From an optimization exercise on the open Yosys and OpenROAD flow, aimed at small area; shortcuts taken in it are not production practice. Function was checked by simulation only, so behaviour that the tests miss may differ from the original. Power and IR drop assume default switching activity.

File: flow/design.v
`default_nettype none
package rv_pkg;
    typedef logic [32-1:0] word_t;
    typedef logic [$clog2(32)-1:0] reg_idx_t;
    typedef enum logic [6:0] {
        OPC_OP     = 7'b0110011,
        OPC_OP_IMM = 7'b0010011,
        OPC_LUI    = 7'b0110111,
        OPC_AUIPC  = 7'b0010111
    } opcode_t;
    typedef enum logic [2:0] {
        ALU_ADD  = 3'b000,  
        ALU_SLL  = 3'b001,
        ALU_SLT  = 3'b010,
        ALU_SLTU = 3'b011,
        ALU_XOR  = 3'b100,
        ALU_SRX  = 3'b101,  
        ALU_OR   = 3'b110,
        ALU_AND  = 3'b111
    } alu_func_t;
endpackage
`default_nettype wire
`timescale 1ns/10ps
`default_nettype none
module fetch_stage (
    input  logic          ctrl_clk,
    input  logic          ctrl_reset,
    input  logic          icache_rdy,
    input  rv_pkg::word_t icache_data,
    output rv_pkg::word_t icache_addr,
    output rv_pkg::word_t inst,
    output rv_pkg::word_t pc,
    output logic          fetch_bubble
);
    rv_pkg::word_t pc_q;  
    assign icache_addr = pc_q;
    always_ff @(posedge ctrl_clk) begin
        if (ctrl_reset) begin
            pc_q         <= 32'h0000_0000;
            fetch_bubble <= 1'b1;
        end else if (icache_rdy) begin
            pc_q         <= pc_q + 32'd4;
            fetch_bubble <= 1'b0;
        end else begin
            fetch_bubble <= 1'b1;  
        end
    end
    always_ff @(posedge ctrl_clk) begin
        if (icache_rdy) begin
            inst <= icache_data;
            pc   <= pc_q;
        end
    end
endmodule
`default_nettype wire
`timescale 1ns/10ps
`default_nettype none
module register_file (
    input  logic             ctrl_clk,
    input  rv_pkg::reg_idx_t rs1_addr,
    input  rv_pkg::reg_idx_t rs2_addr,
    output rv_pkg::word_t    rs1_data,
    output rv_pkg::word_t    rs2_data,
    input  logic             wb_en,
    input  rv_pkg::reg_idx_t wb_addr,
    input  rv_pkg::word_t    wb_data
);
    rv_pkg::word_t regs [32];
    assign rs1_data = (rs1_addr == '0) ? '0 : regs[rs1_addr];
    assign rs2_data = (rs2_addr == '0) ? '0 : regs[rs2_addr];
    always_ff @(posedge ctrl_clk) begin
        if (wb_en) begin
            regs[wb_addr] <= wb_data;
        end
    end
endmodule
`default_nettype wire
`timescale 1ns/10ps
`default_nettype none
module decode_stage (
    input  logic              ctrl_clk,
    input  logic              ctrl_reset,
    input  rv_pkg::word_t     inst,
    input  rv_pkg::word_t     pc,
    input  logic              fetch_bubble,
    output rv_pkg::reg_idx_t  rs1_addr,
    output rv_pkg::reg_idx_t  rs2_addr,
    input  rv_pkg::word_t     rs1_data,
    input  rv_pkg::word_t     rs2_data,
    output rv_pkg::word_t     op_a,
    output rv_pkg::word_t     op_b,
    output rv_pkg::reg_idx_t  rd,
    output rv_pkg::alu_func_t alu_func,
    output logic              alu_alt,
    output logic              writes_rd,
    output logic              dec_bubble
);
    rv_pkg::opcode_t   opcode;
    logic [2:0]        funct3;
    rv_pkg::word_t     imm_i;
    rv_pkg::word_t     imm_u;
    logic              is_nop;
    rv_pkg::word_t     op_a_d;
    rv_pkg::word_t     op_b_d;
    rv_pkg::alu_func_t func_d;
    logic              alt_d;
    logic              wr_d;
    assign opcode   = rv_pkg::opcode_t'(inst[6:0]);
    assign funct3   = inst[14:12];
    assign rs1_addr = inst[19:15];
    assign rs2_addr = inst[24:20];
    assign imm_i = {{(32-12){inst[31]}}, inst[31:20]};
    assign imm_u = {inst[31:12], 12'b0};
    assign is_nop = (opcode == rv_pkg::OPC_OP_IMM) && (inst[31:7] == '0);
    always_comb begin
        op_a_d = rs1_data;
        op_b_d = rs2_data;
        func_d = rv_pkg::alu_func_t'(funct3);
        alt_d  = 1'b0;
        wr_d   = 1'b0;
        case (opcode)
            rv_pkg::OPC_OP: begin
                alt_d = inst[30];  
                wr_d  = 1'b1;
            end
            rv_pkg::OPC_OP_IMM: begin
                op_b_d = imm_i;
                alt_d  = (funct3 == rv_pkg::ALU_SRX) && inst[30];
                wr_d   = 1'b1;
            end
            rv_pkg::OPC_LUI: begin
                op_a_d = imm_u;
                op_b_d = '0;
                func_d = rv_pkg::ALU_ADD;
                wr_d   = 1'b1;
            end
            rv_pkg::OPC_AUIPC: begin
                op_a_d = imm_u;
                op_b_d = pc;
                func_d = rv_pkg::ALU_ADD;
                wr_d   = 1'b1;
            end
            default: begin
                wr_d = 1'b0;  
            end
        endcase
    end
    always_ff @(posedge ctrl_clk) begin
        if (ctrl_reset) begin
            dec_bubble <= 1'b1;
            writes_rd  <= 1'b0;
        end else begin
            dec_bubble <= fetch_bubble || is_nop;
            writes_rd  <= wr_d;
        end
    end
    always_ff @(posedge ctrl_clk) begin
        op_a     <= op_a_d;
        op_b     <= op_b_d;
        rd       <= inst[11:7];
        alu_func <= func_d;
        alu_alt  <= alt_d;
    end
endmodule
`default_nettype wire
`timescale 1ns/10ps
`default_nettype none
module execute_stage (
    input  logic              ctrl_clk,
    input  logic              ctrl_reset,
    input  rv_pkg::word_t     op_a,
    input  rv_pkg::word_t     op_b,
    input  rv_pkg::reg_idx_t  rd,
    input  rv_pkg::alu_func_t alu_func,
    input  logic              alu_alt,
    input  logic              writes_rd,
    input  logic              dec_bubble,
    output logic              wb_en,
    output rv_pkg::reg_idx_t  wb_addr,
    output rv_pkg::word_t     wb_data
);
    logic [4:0]    shamt;
    rv_pkg::word_t alu_res;
    assign shamt = op_b[4:0];
    always_comb begin
        case (alu_func)
            rv_pkg::ALU_ADD:  alu_res = alu_alt ? op_a - op_b : op_a + op_b;
            rv_pkg::ALU_SLL:  alu_res = op_a << shamt;
            rv_pkg::ALU_SLT:  alu_res = {{(32-1){1'b0}}, $signed(op_a) < $signed(op_b)};
            rv_pkg::ALU_SLTU: alu_res = {{(32-1){1'b0}}, op_a < op_b};
            rv_pkg::ALU_XOR:  alu_res = op_a ^ op_b;
            rv_pkg::ALU_SRX: begin
                if (alu_alt) begin
                    alu_res = $signed(op_a) >>> shamt;
                end else begin
                    alu_res = op_a >> shamt;
                end
            end
            rv_pkg::ALU_OR:   alu_res = op_a | op_b;
            rv_pkg::ALU_AND:  alu_res = op_a & op_b;
            default:          alu_res = '0;
        endcase
    end
    always_ff @(posedge ctrl_clk) begin
        if (ctrl_reset) begin
            wb_en <= 1'b0;
        end else begin
            wb_en <= !dec_bubble && writes_rd && (rd != '0);
        end
    end
    always_ff @(posedge ctrl_clk) begin
        wb_addr <= rd;
        wb_data <= alu_res;  
    end
endmodule
`default_nettype wire
`timescale 1ns/10ps
`default_nettype none
module rv_core (
    input  logic             ctrl_clk,
    input  logic             ctrl_reset,
    output rv_pkg::word_t    icache_addr,
    input  rv_pkg::word_t    icache_data,
    input  logic             icache_rdy,
    output logic             wb_en,
    output rv_pkg::reg_idx_t wb_addr,
    output rv_pkg::word_t    wb_data
);
    rv_pkg::word_t     inst;
    rv_pkg::word_t     pc;
    logic              fetch_bubble;
    rv_pkg::reg_idx_t  rs1_addr;
    rv_pkg::reg_idx_t  rs2_addr;
    rv_pkg::word_t     rs1_data;
    rv_pkg::word_t     rs2_data;
    rv_pkg::word_t     op_a;
    rv_pkg::word_t     op_b;
    rv_pkg::reg_idx_t  rd;
    rv_pkg::alu_func_t alu_func;
    logic              alu_alt;
    logic              writes_rd;
    logic              dec_bubble;
    fetch_stage i_fetch_stage (
        .ctrl_clk     (ctrl_clk),
        .ctrl_reset   (ctrl_reset),
        .icache_rdy   (icache_rdy),
        .icache_data  (icache_data),
        .icache_addr  (icache_addr),
        .inst         (inst),
        .pc           (pc),
        .fetch_bubble (fetch_bubble)
    );
    decode_stage i_decode_stage (
        .ctrl_clk     (ctrl_clk),
        .ctrl_reset   (ctrl_reset),
        .inst         (inst),
        .pc           (pc),
        .fetch_bubble (fetch_bubble),
        .rs1_addr     (rs1_addr),
        .rs2_addr     (rs2_addr),
        .rs1_data     (rs1_data),
        .rs2_data     (rs2_data),
        .op_a         (op_a),
        .op_b         (op_b),
        .rd           (rd),
        .alu_func     (alu_func),
        .alu_alt      (alu_alt),
        .writes_rd    (writes_rd),
        .dec_bubble   (dec_bubble)
    );
    register_file i_register_file (
        .ctrl_clk (ctrl_clk),
        .rs1_addr (rs1_addr),
        .rs2_addr (rs2_addr),
        .rs1_data (rs1_data),
        .rs2_data (rs2_data),
        .wb_en    (wb_en),
        .wb_addr  (wb_addr),
        .wb_data  (wb_data)
    );
    execute_stage i_execute_stage (
        .ctrl_clk   (ctrl_clk),
        .ctrl_reset (ctrl_reset),
        .op_a       (op_a),
        .op_b       (op_b),
        .rd         (rd),
        .alu_func   (alu_func),
        .alu_alt    (alu_alt),
        .writes_rd  (writes_rd),
        .dec_bubble (dec_bubble),
        .wb_en      (wb_en),
        .wb_addr    (wb_addr),
        .wb_data    (wb_data)
    );
endmodule
`default_nettype wire
File: flow/run.sh
#!/bin/bash
# synth_recipe.tcl (not shown) runs the flow's synth.tcl, then flattens the netlist and writes it again
# the make line also repeats each setting of config.mk as NAME=value (left out here)
make -C /OpenROAD-flow-scripts/flow DESIGN_CONFIG=/design/flow/config.mk WORK_HOME=/design/flow/orfs CLKGATE_MAP_FILE= SYNTH_SCRIPT=/design/flow/synth_recipe.tcl finish
File: flow/config.mk
export PLATFORM = sky130hd
export DESIGN_NAME = rv_core
export DESIGN_NICKNAME = rv_core
export VERILOG_FILES = /design/flow/design.v
export SDC_FILE = /design/flow/constraint.sdc
export NUM_CORES = 4
export LEC_CHECK = 0
export CAP_MARGIN = 20
export CORE_MARGIN = 2
export CORE_UTILIZATION = 40
export SLEW_MARGIN = 20
File: flow/constraint.sdc
create_clock -name core_clock -period 4.0 [get_ports {ctrl_clk}]
set_input_delay 0.8000 -clock core_clock [delete_from_list [all_inputs] [get_ports {ctrl_clk}]]
set_output_delay 0.8000 -clock core_clock [all_outputs]
set_load 0.01 [all_outputs]
==> qor.txt <==
Worst Clk Skew = 70.1 ps
clock power share = 31.6%
CTS Hold Bufs = 0
Syn Area/Cell = 16.4 um2
Clk Latency, worst-skew pair = 810 ps
Post-synth ARST share = 0%
filler instances = 13.2k
Crit Path Class = flip-flop to flip-flop
Die Y = 397 um
Distinct cells, synth = 88
slew margin rel. = 17.6%
Port Buffer Count = 102
total number of vias = 38.9k
pwr/cell area = 552 nW/um2
Setup violations, final = 0
Reg clk slew, reported paths = 70 ps
Yosys warnings = 4
maximum vdd drop = 0.000452 V
Starting Density = 40.2%
DR WL/cell = 34.9 um
Seq/Total Area, Yosys = 57.7%
GPL Wtd Cong = 0.973
Fin Hold WS = 339 ps
RSZ-0062 raised after global routing = no
maximum clock rate = 0.266 GHz
Worst setup SP type = flip-flop
global-route wire length before repair = 301 mm
drt pass-1 iters = 6
gr ovfl total = 0
final worst-path cycle share = 93.9%
CTS resizes = 0
die area = 158000 um2
Worst Hold Class = flip-flop to flip-flop
Reg power frac = 41.5%
WP data required = 4590 ps
Util after Layout = 46.4%
Detailed Route Iter0 Violations = 5062
DRC Markers = 0
pin count of the biggest net entering global routing = 93
layout cell share with drive strength beyond 1 = 29.5%
cells after synthesis = 3780
Core ar. = 154000 um2
root buffer cell = clkbuf_16
Pins Over Slew Limit = 0
initial antenna violation count = 11
antenna viol nets, final = 0
crit path max fanout = 6
total power = 39400 uW
Comb pwr share = 26.9%
P_sw = 13000 uW
outcome = timing/DRC/antenna clean
vias in the first global route = 38.6k
Setup Buffers After CTS = 0
Register Area = 35700 um2
Post-synth EDFFs = 1086
cell area after synthesis = 61900 um2
Post-synth top flop = edfxtp_1
Pint = 26400 uW
row count = 144
Num CTS Buffers = 137
Yosys reg bits = 1240
Switching Share = 33.0%
critical path's largest stage delay = 510 ps
Crit path arrival time = 4350 ps
nets = 4120
crit path time final = 3760 ps
critical path's top delay family = compound AO/OA/AOI/OAI gates
total wire length = 214 mm
Worst Tran Pin Value = 1240 ps
Buf+Inv Stages, Crit Path = 1
CP Cell Sequence = inv_1 -> ha_1 -> fa_1 -> nor2_1 -> o221ai_1 -> a21oi_1 -> nand3_1 -> a2111oi_2 -> nor2_1 -> a22o_1 -> xnor2_1 -> o221ai_1
worst-case clock buffer depth = 3
pre-CTS setup slack = 298 ps
Layout area overhead = 15.5%
Final HPWL DP = 141 mm
element type at the critical path end = flip-flop
Max Cap Viol = 0
setup TNS = 0 ps
Fin. Hold Viols = 0
gr usage total = 27.2%
TritonCTS clock tree = done
Die W = 397 um
Critical-path top delay cell = a2111oi_2
num ports = 105
vias per cell = 6.34
CTS sink count = 1240
CTS H-tree lvls = 4
Final WS setup = 242 ps
area of the multi-input gates = 24900 um2
Leak = 0.0236 uW
[power by group through the flow]
stage	Sequential [uW]	Combinational, uW	Clock, uW
floorplan	16700	5670	0
global placement	16600	10400	0
detailed placement	16600	10400	0
CTS	16300	10400	12700
global route	16400	11200	13200
finish	16400	10600	12500
[path summary, 6_finish.rpt]
check / startpoint / slack (ps) / cells after the start / endpoint
min: i_decode_stage.rd[1]$_DFF_P_ / 340 / 0 / i_execute_stage.wb_addr[1]$_DFF_P_
min reg2reg: i_decode_stage.rd[1]$_DFF_P_ / 340 / 0 / i_execute_stage.wb_addr[1]$_DFF_P_
max: i_decode_stage.op_a[0]$_SDFF_PP0_ / 240 / 12 / i_execute_stage.wb_data[24]$_DFF_P_
max reg2reg: i_decode_stage.op_a[0]$_SDFF_PP0_ / 240 / 12 / i_execute_stage.wb_data[24]$_DFF_P_
[worst reg2reg max path: stages, from the launching register on]
cell and delay, ps:
dfxtp_1 460, inv_1 100, ha_1 220, fa_1 400, nor2_1 160, o221ai_1 200
a21oi_1 430, nand3_1 370, a2111oi_2 510, nor2_1 90, a22o_1 220, xnor2_1 260
o221ai_1 160
[logic make-up (layout without fill, tap and decap cells)]
family,count (synthesis),in the layout,synth area share [%]
buf+inv,389,696,2.56
simple gates,564,564,4.03
flops,1240,1240,57.7
fa+ha+maj,100,100,2.05
compound gates,625,625,6.30
other cells,1,8,0.00606
mux,810,810,26.6
xor+xnor,51,51,0.722
[registers in the layout (all words and copies together) (netlist names), named ones only]
| signal | count |
|---|---|
| i_decode_stage.alu_alt | 1 |
| i_decode_stage.alu_func | 3 |
| i_decode_stage.dec_bubble | 1 |
| i_decode_stage.op_a | 32 |
| i_decode_stage.op_b | 32 |
| i_decode_stage.rd | 5 |
| i_decode_stage.writes_rd | 1 |
| i_execute_stage.wb_addr | 5 |
| i_execute_stage.wb_data | 32 |
| i_execute_stage.wb_en | 1 |
| i_fetch_stage.fetch_bubble | 1 |
| i_fetch_stage.inst | 32 |
| i_fetch_stage.pc | 30 |
| i_fetch_stage.pc_q | 30 |
| i_register_file.regs | 1024 |
[metrics by stage]
step | instance area, um2 | instances
after floorplan | 61900 | 3781
after global placement | 67000 | 5890
after detailed placement | 67000 | 5890
after CTS | 71400 | 6132
after global routing | 71400 | 6132
final | 71500 | 6138
[layout make-up]
class,instances,share of cell area (%)
Timing Repair Buffer,350,4.87
Inverter,104,0.546
Sequential cell,1240,50.0
Tap cell,2044,3.58
Multi-Input combinational cell,2152,34.8
Clock inverter,62,1.07
Clock buffer,180,5.11
Antenna cell,6,0.0210
[synthesized netlist by cell type (10+ instances only)]
master    count  area (um2)
mux4_2      666       15000
nor4_1       12        75.1
nor2_1      235         882
nor3_1       31         155
xnor2_1      29         254
o31ai_1      10        75.1
nand4_1      15        93.8
o211ai_1     17         128
clkbuf_1    170         638
a211o_1      11        96.3
nand2b_1     18         113
o22ai_1      12        75.1
a21o_1       21         158
nor2b_1      11        68.8
nand3_1      31         155
a31oi_1      10        62.6
mux2_2       21         236
mux2i_1     122        1220
a211oi_1     36         270
buf_2        78         390
xor2_1       22         193
o21bai_1     10        75.1
ha_1         98        1230
inv_1        98         368
o21ai_0     214        1070
buf_1        31         116
o221ai_1     16         140
a21oi_1     167         836
nand2_1     164         616
a22oi_1      21         158
dfxtp_1     154        3080
edfxtp_1   1086       32600
or3_1        14        87.6
[routing by layer]
layer / up-vias / GRT usage (%) / share of wire, %
met3: 374 / 5.28 / 9.0
li1: 15900 / - / -
met2: 2015 / 43.6 / 48
met5: - / 0 / 0
met4: 0 / 9.92 / 3.8
met1: 20600 / 37.0 / 39
[cells in the final DEF, fill, tap and decap left out, types with 101 or more instances in the layout]
cell type and instances:
mux4_2 666, a21oi_1 167, buf_4 201, o21ai_0 213
nor2_1 202, mux2i_1 122, nand2_1 164, edfxtp_1 1086
dfxtp_1 137, clkbuf_16 137, clkdlybuf4s50_1 101

[afterwards: timing with drivers on the ports]
How much do the figures lean on ideal ports? The routed layout below was timed once more, with nothing changed but the port constraints.
Step 1 sets driving cells, clkbuf_16 on the clock port and buf_2 on the other inputs (assumed; they add their load-dependent delay and slew).
Step 2 moves the port delays by t, midway between the first and last clock arrival at a register: inputs arrive t later, outputs are due t later. That takes back most of the time a late clock gives input paths.
Three values: ideal, step 1, step 2; two values: the first two.
t (ns): 0.849
setup WS [ns]: 0.242 / 0.242 / 0.242
clock arrival spread, ns: 0.072 / 0.072
worst data-port slew with drivers (ns): 0.07
cell pins on the clock port's net: 1
After both steps this run still meets setup and hold. For this run, drivers alone change the setup slack by 0.000 ns; drivers and shift together by 0.000 ns.
